From an optimization exercise on the open Yosys and OpenROAD flow, aimed at small area; shortcuts taken in it are not production practice.
At most, simulation tests tie the RTL to the original design; equivalence was not proved.

harbor:
==> flow/design.v <==
package dma_pkg;
	typedef logic [31:0] addr_t;
	typedef logic [31:0] data_t;
	typedef logic [2:0] beat_t;
	typedef logic [3:0] burst_len_t;
	typedef enum logic [1:0] {
		IDLE  = 2'd0,  
		READ  = 2'd1,  
		WRITE = 2'd2,  
		DONE  = 2'd3   
	} dma_state_e;
endpackage
`timescale 1ns/1ps
module dma_top (
	input  logic                 clk,
	input  logic                 rst,
	input  logic                 cfg_en,
	input  dma_pkg::addr_t       cfg_addr,
	input  dma_pkg::data_t       cfg_data,
	input  dma_pkg::data_t       mem_rdata,
	input  logic                 mem_rvalid,
	input  logic                 mem_wvalid,
	output dma_pkg::addr_t       mem_addr,
	output logic [3:0]           mem_bweb,
	output dma_pkg::data_t       mem_wdata,
	output dma_pkg::burst_len_t  mem_burst_len,
	output logic                 mem_ceb,
	output logic                 mem_web,
	output logic                 irq
);
	logic        enable;
	logic [31:2] src;
	logic [31:2] dst;
	logic [31:0] lenr;       
	logic [31:0] off;        
	logic [1:0]  state;      
	logic        pw;         
	logic [1:0]  cnt;        
	logic [1:0]  bl;         
	logic [31:0] mem [4];
	logic idle, st_rd, st_wr, st_done;
	assign idle    = (state == 2'd0);
	assign st_rd   = (state == 2'd1);
	assign st_wr   = (state == 2'd2);
	assign st_done = (state == 2'd3);
	logic wr_ok;
	assign wr_ok = cfg_en && !(st_rd || st_wr);
	logic src_v, dst_v;
	always_ff @(posedge clk or posedge rst) begin
		if (rst) begin
			enable <= 1'b0;
			src_v  <= 1'b0;
			dst_v  <= 1'b0;
		end else if (wr_ok) begin
			if (cfg_addr == 32'h10020100)  enable <= cfg_data[0];
			if (cfg_addr == 32'h10020200) src_v  <= 1'b1;
			if (cfg_addr == 32'h10020300) dst_v  <= 1'b1;
		end
	end
	logic [31:2] src_q, dst_q;
	always_ff @(posedge clk) begin
		if (wr_ok && cfg_addr == 32'h10020200) src_q <= cfg_data[31:2];
		if (wr_ok && cfg_addr == 32'h10020300) dst_q <= cfg_data[31:2];
	end
	assign src = src_q & {30{src_v}};
	assign dst = dst_q & {30{dst_v}};
	logic [10:0] rd_lo, wr_lo;
	assign rd_lo = {1'b0, src[11:2]} + {1'b0, off[9:0]};
	assign wr_lo = {1'b0, dst[11:2]} + {1'b0, off[9:0]};
	logic [1:0] c_rem, c_rd, c_wr, c_min;
	assign c_rem = (lenr[31:2] != '0) ? 2'd3 : 2'(lenr[1:0] - 2'd1);
	assign c_rd  = (&rd_lo[9:2]) ? ~rd_lo[1:0] : 2'd3;
	assign c_wr  = (&wr_lo[9:2]) ? ~wr_lo[1:0] : 2'd3;
	assign c_min = (c_rd < c_rem) ? c_rd : c_rem;
	logic [2:0]  n;
	logic [31:0] off_nxt;
	logic        last_beat, rd_beat, wr_beat, adv, fin;
	assign n         = {1'b0, bl} + 3'd1;
	assign off_nxt   = off + 32'(n);
	assign last_beat = (cnt == bl);
	assign rd_beat   = st_rd && !pw && mem_rvalid;
	assign wr_beat   = st_wr && mem_wvalid;
	assign adv       = wr_beat && last_beat;
	assign fin       = (lenr == 32'(n));
	always_ff @(posedge clk or posedge rst) begin
		if (rst) begin
			state <= 2'd0;
			cnt   <= 2'd0;
		end else begin
			if (rd_beat || wr_beat) cnt <= cnt + 2'd1 & {2{!last_beat}};
			case (state)
				2'd0: if (enable) state <= 2'd1;
				2'd1: if (rd_beat && last_beat) state <= 2'd2;
				2'd2: if (adv) state <= fin ? 2'd3 : 2'd1;
				default: if (!enable) state <= 2'd0;
			endcase
		end
	end
	always_ff @(posedge clk) begin
		pw <= st_wr;
		rd_c <= rd_lo[10];
		wr_c <= wr_lo[10];
		bl <= (c_wr < c_min) ? c_wr : c_min;
		if (idle) off <= '0;
		else if (adv) off <= off_nxt;
		if (wr_ok && cfg_addr == 32'h10020400) lenr <= cfg_data;
		else if (adv) lenr <= fin ? off_nxt : lenr - 32'(n);
		if (rd_beat) mem[cnt] <= mem_rdata;
	end
	logic [1:0] sel;
	assign sel = cnt + {1'b0, mem_wvalid};
	logic rd_c, wr_c;
	logic [31:12] hi;
	assign hi = (st_wr ? dst[31:12] : src[31:12]) + off[29:10] + 20'(st_wr ? wr_c : rd_c);
	assign mem_wdata     = mem[sel];
	assign mem_ceb       = !((st_rd && !pw) || st_wr);
	assign mem_web       = !st_wr;
	assign mem_bweb      = {4{!st_wr}};
	assign mem_addr      = {hi, st_wr ? wr_lo[9:0] : rd_lo[9:0], 2'b00};
	assign mem_burst_len = {2'b00, bl};
	assign irq           = st_done;
endmodule
clock: 7.0 ns
lec_check: 0
cap_margin: 20
core_margin: 2
core_utilization: 40
slew_margin: 20
standard.sh (not shown) runs the stock make flow with config.mk's settings and CLKGATE_MAP_FILE= SYNTH_SCRIPT=/design/flow/synth_recipe.tcl, a recipe that flattens the netlist after the stock synthesis.
==> flow/flow/run.sh <==
#!/bin/bash
# Standard layout with two changes: port buffers use the smallest buffer cell,
# and clock tree synthesis uses larger sink clusters and no dummy loads.
set -euo pipefail
bash standard.sh \
	"BUFFER_PORTS_ARGS=-buffer_cell sky130_fd_sc_hd__buf_1" \
	"CTS_ARGS=-sink_clustering_enable -repair_clock_nets -dont_use_dummy_load -sink_clustering_size 12 -sink_clustering_max_diameter 50 -buf_list {sky130_fd_sc_hd__clkbuf_8}" \
	finish > make_finish.log 2>&1
The following lists how zinc was set up differently from harbor:
--- a/flow/design.v
+++ b/flow/design.v
@@ -97,10 +97,8 @@
 		end
 	end
 	always_ff @(posedge clk) begin
 		pw <= st_wr;
-		rd_c <= rd_lo[10];
-		wr_c <= wr_lo[10];
 		bl <= (c_wr < c_min) ? c_wr : c_min;
 		if (idle) off <= '0;
 		else if (adv) off <= off_nxt;
 		if (wr_ok && cfg_addr == 32'h10020400) lenr <= cfg_data;
@@ -108,11 +106,10 @@
 		if (rd_beat) mem[cnt] <= mem_rdata;
 	end
 	logic [1:0] sel;
 	assign sel = cnt + {1'b0, mem_wvalid};
-	logic rd_c, wr_c;
 	logic [31:12] hi;
-	assign hi = (st_wr ? dst[31:12] : src[31:12]) + off[29:10] + 20'(st_wr ? wr_c : rd_c);
+	assign hi = (st_wr ? dst[31:12] : src[31:12]) + off[29:10] + 20'(st_wr ? wr_lo[10] : rd_lo[10]);
 	assign mem_wdata     = mem[sel];
 	assign mem_ceb       = !((st_rd && !pw) || st_wr);
 	assign mem_web       = !st_wr;
 	assign mem_bweb      = {4{!st_wr}};
[summary]
zinc: flow complete, layout not clean; failing: negative setup slack
Relative to harbor, zinc degrades total power.
zinc ended with more count of endpoints failing setup in the final report than harbor.
Cmp zinc vs harbor: growth of design area from synthesis to finish higher in zinc
zinc vs. harbor: share of the cycle needed by the critical path after routing grew by 8.0 points; post-placement worst setup slack shrank by 1.00 ns.
The RTL of zinc was laid out without a check of its function.

afterwards: timing with drivers on the ports:
The flow's constraints put no driver on any port. The routed layouts listed below were extracted and timed again, unchanged, in two steps.
Step 1, drivers: a clkbuf_16 drives clk and a buf_2 each remaining input, both assumed.
Step 2, shift: input delay + t, output delay - t, t = (earliest + latest rising clock arrival at the registers) / 2. This alone moves slack from input paths to output paths.
Three values: ideal, step 1, step 2; two values: the first two.
run	t (ns)	setup slack, ns	clock arrival spread, ns	worst register clock-pin slew, ns
harbor	0.546	0.543 / 0.495 / 1.041	0.078 / 0.077	0.08 / 0.08
zinc	0.558	-0.018 / -0.063 / 0.495	0.070 / 0.069	0.08 / 0.08
